This is an optimization exercise on Yosys and OpenROAD, whose aim is small area, not a production implementation.
In this exercise RTL edits were held to simulation tests only and were not proved equivalent to the original.
Power figures rest on the tool's default switching activity, not on a simulated workload.

==> inputs of harbor <==
==> flow/design.v <==
`timescale 1ns/1ps
`default_nettype none
module f2h_stream (
	input  wire         pll0_clock0,
	input  wire         master_reset_n,
	input  wire         apb_psel,
	input  wire         apb_penable,
	input  wire         apb_pwrite,
	input  wire [3:0]   apb_paddr,
	input  wire [31:0]  apb_pwdata,
	input  wire         aw_ready,
	input  wire         w_ready,
	input  wire [7:0]   b_id,
	input  wire [1:0]   b_resp,
	input  wire         b_valid,
	output logic [31:0] apb_prdata,
	output logic        apb_pready,
	output logic        apb_pslverr,
	output logic [7:0]  aw_id,
	output logic [31:0] aw_addr,
	output logic [3:0]  aw_len,
	output logic [2:0]  aw_size,
	output logic [1:0]  aw_burst,
	output logic [1:0]  aw_lock,
	output logic [3:0]  aw_cache,
	output logic [2:0]  aw_prot,
	output logic [4:0]  aw_user,
	output logic        aw_valid,
	output logic [7:0]  w_id,
	output logic [31:0] w_data,
	output logic [3:0]  w_strb,
	output logic        w_last,
	output logic        w_valid,
	output logic        b_ready,
	output logic        irq
);
	assign aw_id    = 8'd0;
	assign aw_size  = 3'd2;
	assign aw_burst = 2'b01;
	assign aw_lock  = 2'b00;
	assign aw_cache = 4'b1111;
	assign aw_prot  = 3'b000;
	assign aw_user  = 5'b11111;
	assign w_id     = 8'd0;
	assign w_strb   = 4'b1111;
	logic        wr;
	logic        mapped;
	logic [1:0]  rdy_reg;
	logic [31:0] addr_reg;
	logic [31:2] len_reg;        
	logic        addr_wr;        
	logic        len_wr;         
	logic        fill_done;
	logic        busy;
	logic        rdy_index;
	assign wr     = apb_penable && apb_pwrite;
	assign mapped = apb_paddr[1:0] == 2'd0;
	always_ff @(posedge pll0_clock0 or negedge master_reset_n) begin
		if (!master_reset_n) begin
			rdy_reg <= 2'd0;
			addr_wr <= 1'b0;
			len_wr  <= 1'b0;
		end else if (wr) begin
			case (apb_paddr)
				4'h0: rdy_reg <= apb_pwdata[1:0];
				4'h4: addr_wr <= 1'b1;
				4'h8: len_wr  <= 1'b1;
				default: ;
			endcase
		end
	end
	always_ff @(posedge pll0_clock0) begin
		if (wr && apb_paddr == 4'h4)
			addr_reg <= apb_pwdata;
		if (wr && apb_paddr == 4'h8)
			len_reg <= apb_pwdata[31:2];
	end
	logic [31:0] addr_val;
	logic [31:0] len_val;
	assign addr_val = addr_wr ? addr_reg : 32'd0;
	assign len_val  = len_wr ? {len_reg, 2'b00} : 32'd0;
	always_comb begin
		case (apb_paddr)
			4'h0:    apb_prdata = {30'd0, rdy_reg};
			4'h4:    apb_prdata = addr_val;
			4'h8:    apb_prdata = len_val;
			4'hC:    apb_prdata = {29'd0, rdy_index, busy, fill_done};
			default: apb_prdata = 32'd0;
		endcase
	end
	assign apb_pready  = 1'b1;
	assign apb_pslverr = !mapped;
	logic        wr_done;
	logic        cmd_enable;
	logic [2:0]  row_ptr;
	logic [1:0]  beat;
	logic [31:0] cmd_addr;
	logic [1:0]  tail_m1;        
	logic [1:0]  beats_m1;
	logic        start;
	logic        wr_idle;
	logic        last_beat;
	assign start     = fill_done && !busy && rdy_reg[rdy_index];
	assign wr_idle   = !aw_valid && !w_valid && !b_ready && !wr_done;
	assign beats_m1  = remain_zero ? tail_m1 : 2'd3;
	assign last_beat = beat == beats_m1;
	logic [28:0] up_cnt;
	logic [28:0] up_base;
	logic [29:0] up_carry;
	logic [28:0] up_next;
	logic        fill_end;
	logic        remain_zero;
	assign up_base     = start ? {1'b1, ~len_reg[31:4]} : up_cnt;
	assign up_carry[0] = start ? (len_reg[3:2] == 2'd0) : (wr_done || !fill_done);
	for (genvar i = 0; i < 29; i++) begin : g_up
		assign up_next[i]    = up_base[i] ^ up_carry[i];
		assign up_carry[i+1] = up_base[i] & up_carry[i];
	end
	assign fill_end    = &up_cnt[6:0];
	assign remain_zero = &up_cnt[27:0];
	assign cmd_enable  = busy && up_cnt[28];
	always_ff @(posedge pll0_clock0 or negedge master_reset_n) begin
		if (!master_reset_n)
			up_cnt[6:0] <= 7'd56;
		else
			up_cnt[6:0] <= up_next[6:0];
	end
	logic [27:0] addr_next;
	logic [28:0] addr_carry;
	assign addr_carry[0] = wr_done;
	for (genvar i = 0; i < 28; i++) begin : g_addr
		assign addr_next[i]    = cmd_addr[i+4] ^ addr_carry[i];
		assign addr_carry[i+1] = cmd_addr[i+4] & addr_carry[i];
	end
	always_ff @(posedge pll0_clock0) begin
		up_cnt[27:7] <= up_next[27:7];
		up_cnt[28]   <= up_next[28] && !(start && !len_wr);
		if (start) begin
			tail_m1  <= len_reg[3:2] - 2'd1;
			cmd_addr <= 32'h8000_0000 + addr_val;
		end else begin
			cmd_addr[31:4] <= addr_next;
		end
		if (start)
			beat <= 2'd0;
		else if (w_valid && w_ready)
			beat <= beat + 2'd1;
	end
	always_ff @(posedge pll0_clock0 or negedge master_reset_n) begin
		if (!master_reset_n) begin
			fill_done  <= 1'b0;
			row_ptr    <= 3'd0;
			busy       <= 1'b0;
			rdy_index  <= 1'b0;
			irq        <= 1'b0;
			aw_valid   <= 1'b0;
			w_valid    <= 1'b0;
			b_ready    <= 1'b0;
			wr_done    <= 1'b0;
		end else begin
			if (fill_end)
				fill_done <= 1'b1;
			if (start) begin
				busy <= 1'b1;
			end else if (wr_done) begin
				row_ptr <= row_ptr + 3'd1;
				if (remain_zero)
					irq <= 1'b1;
			end
			if (busy && !rdy_reg[rdy_index]) begin
				irq       <= 1'b0;
				busy      <= 1'b0;
				rdy_index <= ~rdy_index;
			end
			wr_done <= 1'b0;
			if (wr_idle && cmd_enable)
				aw_valid <= 1'b1;
			if (aw_valid && aw_ready) begin
				aw_valid <= 1'b0;
				w_valid  <= 1'b1;
			end
			if (w_valid && w_ready && last_beat) begin
				w_valid <= 1'b0;
				b_ready <= 1'b1;
			end
			if (b_ready && b_valid) begin
				b_ready <= 1'b0;
				wr_done <= 1'b1;
			end
		end
	end
	assign aw_addr = cmd_addr;
	assign aw_len  = {2'b00, beats_m1};
	assign w_last  = last_beat;
	assign w_data  = {10'd0, row_ptr, beat, 1'b1, 10'd0, row_ptr, beat, 1'b0};
endmodule
`default_nettype wire
==> flow/flow/run.sh <==
#!/bin/bash
# Own layout flow: the standard synthesis unchanged, then the
# standard ORFS steps with three changes to how the layout is made:
#  - port buffers use the smallest buffer cell (buf_1),
#  - constant outputs keep synthesis's single tie cell per value
#    instead of one tie cell per port,
#  - clock tree from clkbuf_4 cells without dummy loads.
set -euo pipefail
bash standard.sh synth > synth.log 2>&1
bash standard.sh \
	"BUFFER_PORTS_ARGS=-buffer_cell sky130_fd_sc_hd__buf_1" \
	SKIP_REPAIR_TIE_FANOUT=1 \
	"CTS_ARGS=-sink_clustering_enable -repair_clock_nets -dont_use_dummy_load -buf_list sky130_fd_sc_hd__clkbuf_4" \
	finish > layout.log 2>&1
==> flow/standard.sh <==
#!/bin/bash
# synth_recipe.tcl (not shown) runs the flow's synth.tcl, then flattens the netlist and writes it again
# the make line also repeats each setting of config.mk as NAME=value (left out here)
make -C /OpenROAD-flow-scripts/flow DESIGN_CONFIG=/design/flow/config.mk WORK_HOME=/design/flow/orfs CLKGATE_MAP_FILE= SYNTH_SCRIPT=/design/flow/synth_recipe.tcl "${@:-finish}"
==> flow/config.mk <==
export PLATFORM = sky130hd
export DESIGN_NAME = f2h_stream
export DESIGN_NICKNAME = f2h_stream
export VERILOG_FILES = /design/flow/design.v
export SDC_FILE = /design/flow/constraint.sdc
export NUM_CORES = 4
export LEC_CHECK = 0
export CAP_MARGIN = 20
export CORE_MARGIN = 2
export CORE_UTILIZATION = 40
export SLEW_MARGIN = 20
==> flow/constraint.sdc <==
create_clock -name core_clock -period 8.0 [get_ports {pll0_clock0}]
set_input_delay 1.6000 -clock core_clock [delete_from_list [all_inputs] [get_ports {pll0_clock0}]]
set_output_delay 1.6000 -clock core_clock [all_outputs]
set_load 0.01 [all_outputs]
==> inputs of nickel, as changes to harbor <==
==> flow/design.v, changed modules only <==
module f2h_stream (
	input  wire         pll0_clock0,
	input  wire         master_reset_n,
	input  wire         apb_psel,
	input  wire         apb_penable,
	input  wire         apb_pwrite,
	input  wire [3:0]   apb_paddr,
	input  wire [31:0]  apb_pwdata,
	input  wire         aw_ready,
	input  wire         w_ready,
	input  wire [7:0]   b_id,
	input  wire [1:0]   b_resp,
	input  wire         b_valid,
	output logic [31:0] apb_prdata,
	output logic        apb_pready,
	output logic        apb_pslverr,
	output logic [7:0]  aw_id,
	output logic [31:0] aw_addr,
	output logic [3:0]  aw_len,
	output logic [2:0]  aw_size,
	output logic [1:0]  aw_burst,
	output logic [1:0]  aw_lock,
	output logic [3:0]  aw_cache,
	output logic [2:0]  aw_prot,
	output logic [4:0]  aw_user,
	output logic        aw_valid,
	output logic [7:0]  w_id,
	output logic [31:0] w_data,
	output logic [3:0]  w_strb,
	output logic        w_last,
	output logic        w_valid,
	output logic        b_ready,
	output logic        irq
);
	assign aw_id    = 8'd0;
	assign aw_size  = 3'd2;
	assign aw_burst = 2'b01;
	assign aw_lock  = 2'b00;
	assign aw_cache = 4'b1111;
	assign aw_prot  = 3'b000;
	assign aw_user  = 5'b11111;
	assign w_id     = 8'd0;
	assign w_strb   = 4'b1111;
	logic        wr;
	logic        mapped;
	logic [1:0]  rdy_reg;
	logic [31:0] addr_reg;
	logic [31:2] len_reg;        
	logic        addr_wr;        
	logic        len_wr;         
	logic        fill_done;
	logic        busy;
	logic        rdy_index;
	assign wr     = apb_penable && apb_pwrite;
	assign mapped = apb_paddr[1:0] == 2'd0;
	always_ff @(posedge pll0_clock0 or negedge master_reset_n) begin
		if (!master_reset_n) begin
			rdy_reg <= 2'd0;
			addr_wr <= 1'b0;
			len_wr  <= 1'b0;
		end else if (wr) begin
			case (apb_paddr)
				4'h0: rdy_reg <= apb_pwdata[1:0];
				4'h4: addr_wr <= 1'b1;
				4'h8: len_wr  <= 1'b1;
				default: ;
			endcase
		end
	end
	always_ff @(posedge pll0_clock0) begin
		if (wr && apb_paddr == 4'h4)
			addr_reg <= apb_pwdata;
		if (wr && apb_paddr == 4'h8)
			len_reg <= apb_pwdata[31:2];
	end
	logic [31:0] addr_val;
	logic [31:0] len_val;
	assign addr_val = addr_wr ? addr_reg : 32'd0;
	assign len_val  = len_wr ? {len_reg, 2'b00} : 32'd0;
	logic sel_rdy, sel_addr, sel_len, sel_status;
	assign sel_rdy    = apb_paddr == 4'h0;
	assign sel_addr   = apb_paddr == 4'h4 && addr_wr;
	assign sel_len    = apb_paddr == 4'h8 && len_wr;
	assign sel_status = apb_paddr == 4'hC;
	assign apb_prdata = ({32{sel_addr}} & addr_reg)
	                  | ({32{sel_len}} & {len_reg, 2'b00})
	                  | {30'd0, {2{sel_rdy}} & rdy_reg}
	                  | {29'd0, {3{sel_status}} & {rdy_index, busy, fill_done}};
	assign apb_pready  = 1'b1;
	assign apb_pslverr = !mapped;
	logic        wr_done;
	logic        cmd_enable;
	logic [2:0]  row_ptr;
	logic [1:0]  beat;
	logic [31:0] cmd_addr;
	logic [1:0]  tail_m1;        
	logic [1:0]  beats_m1;
	logic        start;
	logic        wr_idle;
	logic        last_beat;
	assign start     = fill_done && !busy && rdy_reg[rdy_index];
	assign wr_idle   = !aw_valid && !w_valid && !b_ready && !wr_done;
	assign beats_m1  = remain_zero ? tail_m1 : 2'd3;
	assign last_beat = beat == beats_m1;
	logic [28:0] up_cnt;
	logic [28:0] up_base;
	logic [29:0] up_carry;
	logic [28:0] up_next;
	logic        fill_end;
	logic        remain_zero;
	assign up_base     = ({29{start}} & {1'b1, ~len_reg[31:4]}) | ({29{!start}} & up_cnt);
	assign up_carry[0] = start ? (len_reg[3:2] == 2'd0) : (wr_done || !fill_done);
	for (genvar i = 0; i < 29; i++) begin : g_up
		assign up_next[i]    = up_base[i] ^ up_carry[i];
		assign up_carry[i+1] = up_base[i] & up_carry[i];
	end
	assign fill_end    = &up_cnt[6:0];
	assign remain_zero = &up_cnt[27:0];
	assign cmd_enable  = busy && up_cnt[28];
	always_ff @(posedge pll0_clock0 or negedge master_reset_n) begin
		if (!master_reset_n)
			up_cnt[6:0] <= 7'd56;
		else
			up_cnt[6:0] <= up_next[6:0];
	end
	logic [31:0] addr_base;
	logic [27:0] addr_next;
	logic [28:0] addr_carry;
	logic        load_addr;
	assign load_addr     = start && addr_wr;
	assign addr_base     = ({32{load_addr}} & {~addr_reg[31], addr_reg[30:0]})
	                     | {start && !addr_wr, 31'd0}
	                     | ({32{!start}} & cmd_addr);
	assign addr_carry[0] = wr_done;
	for (genvar i = 0; i < 28; i++) begin : g_addr
		assign addr_next[i]    = addr_base[i+4] ^ addr_carry[i];
		assign addr_carry[i+1] = addr_base[i+4] & addr_carry[i];
	end
	always_ff @(posedge pll0_clock0) begin
		up_cnt[27:7] <= up_next[27:7];
		up_cnt[28]   <= up_next[28] && !(start && !len_wr);
		if (start)
			tail_m1 <= len_reg[3:2] - 2'd1;
		cmd_addr <= {addr_next, addr_base[3:0]};
		if (start)
			beat <= 2'd0;
		else if (w_valid && w_ready)
			beat <= beat + 2'd1;
	end
	always_ff @(posedge pll0_clock0 or negedge master_reset_n) begin
		if (!master_reset_n) begin
			fill_done  <= 1'b0;
			row_ptr    <= 3'd0;
			busy       <= 1'b0;
			rdy_index  <= 1'b0;
			irq        <= 1'b0;
			aw_valid   <= 1'b0;
			w_valid    <= 1'b0;
			b_ready    <= 1'b0;
			wr_done    <= 1'b0;
		end else begin
			if (fill_end)
				fill_done <= 1'b1;
			if (start) begin
				busy <= 1'b1;
			end else if (wr_done) begin
				row_ptr <= row_ptr + 3'd1;
				if (remain_zero)
					irq <= 1'b1;
			end
			if (busy && !rdy_reg[rdy_index]) begin
				irq       <= 1'b0;
				busy      <= 1'b0;
				rdy_index <= ~rdy_index;
			end
			wr_done <= 1'b0;
			if (wr_idle && cmd_enable)
				aw_valid <= 1'b1;
			if (aw_valid && aw_ready) begin
				aw_valid <= 1'b0;
				w_valid  <= 1'b1;
			end
			if (w_valid && w_ready && last_beat) begin
				w_valid <= 1'b0;
				b_ready <= 1'b1;
			end
			if (b_ready && b_valid) begin
				b_ready <= 1'b0;
				wr_done <= 1'b1;
			end
		end
	end
	assign aw_addr = cmd_addr;
	assign aw_len  = {2'b00, beats_m1};
	assign w_last  = last_beat;
	assign w_data  = {10'd0, row_ptr, beat, 1'b1, 10'd0, row_ptr, beat, 1'b0};
endmodule
==> flow/flow/run.sh (replaced) <==
#!/bin/bash
# Own layout flow: the standard synthesis unchanged, then the
# standard ORFS steps with three changes to how the layout is made:
#  - port buffers use the smallest buffer cell (buf_1),
#  - constant outputs keep synthesis's single tie cell per value
#    instead of one tie cell per port,
#  - clock tree: a clkbuf_16 root and clkbuf_4 branches, no dummy loads.
set -euo pipefail
bash standard.sh synth > synth.log 2>&1
bash standard.sh \
	"BUFFER_PORTS_ARGS=-buffer_cell sky130_fd_sc_hd__buf_1" \
	SKIP_REPAIR_TIE_FANOUT=1 \
	"CTS_ARGS=-sink_clustering_enable -repair_clock_nets -dont_use_dummy_load -root_buf sky130_fd_sc_hd__clkbuf_16 -buf_list sky130_fd_sc_hd__clkbuf_4" \
	finish > layout.log 2>&1
==> comparison <==
Against nickel, the critical path depth of harbor is higher by 1. Between nickel and harbor, the lower synthesized cell count is in harbor (gap about 0.35%, measured against harbor). In clock-buffer cell count, nickel and harbor do not differ. Of nickel and harbor, harbor has the higher maximum frequency (gap about 5%, measured against harbor). Against nickel, the via count of harbor is larger by 0.21%. Against harbor, the synthesized area of nickel is smaller by 1.9%. Sequential power: harbor is larger than nickel (about 3%). Cell area: harbor is larger than nickel (about 0.53%). Of harbor and nickel, nickel has the higher global-route usage (gap 0.46 points).

==> afterwards: timing with drivers on the ports <==
The flow's constraints put no driver on any port. The routed layouts listed below were extracted and timed again, unchanged, in two steps.
Step 1 assumes that a clkbuf_16 drives the clock port and a buf_2 every other input.
Step 2 adds t to the input delays and takes it off the output delays; t is the mean of the earliest and latest rising clock arrival at the registers after step 1. Input paths then give back, and output paths get back, about the clock's delay inside the block.
a / b / c = ideal / step 1 / step 2; a / b = the first two.
run	shift t [ns]	slack for setup (ns)	hold WS [ns]	pins driven straight from the clock port
harbor	0.553	1.097 / 1.097 / 1.097	0.481 / 0.481 / 0.481	1
nickel	0.393	0.754 / 0.754 / 0.754	0.446 / 0.446 / 0.446	1
After both steps setup and hold are still met in every run listed.
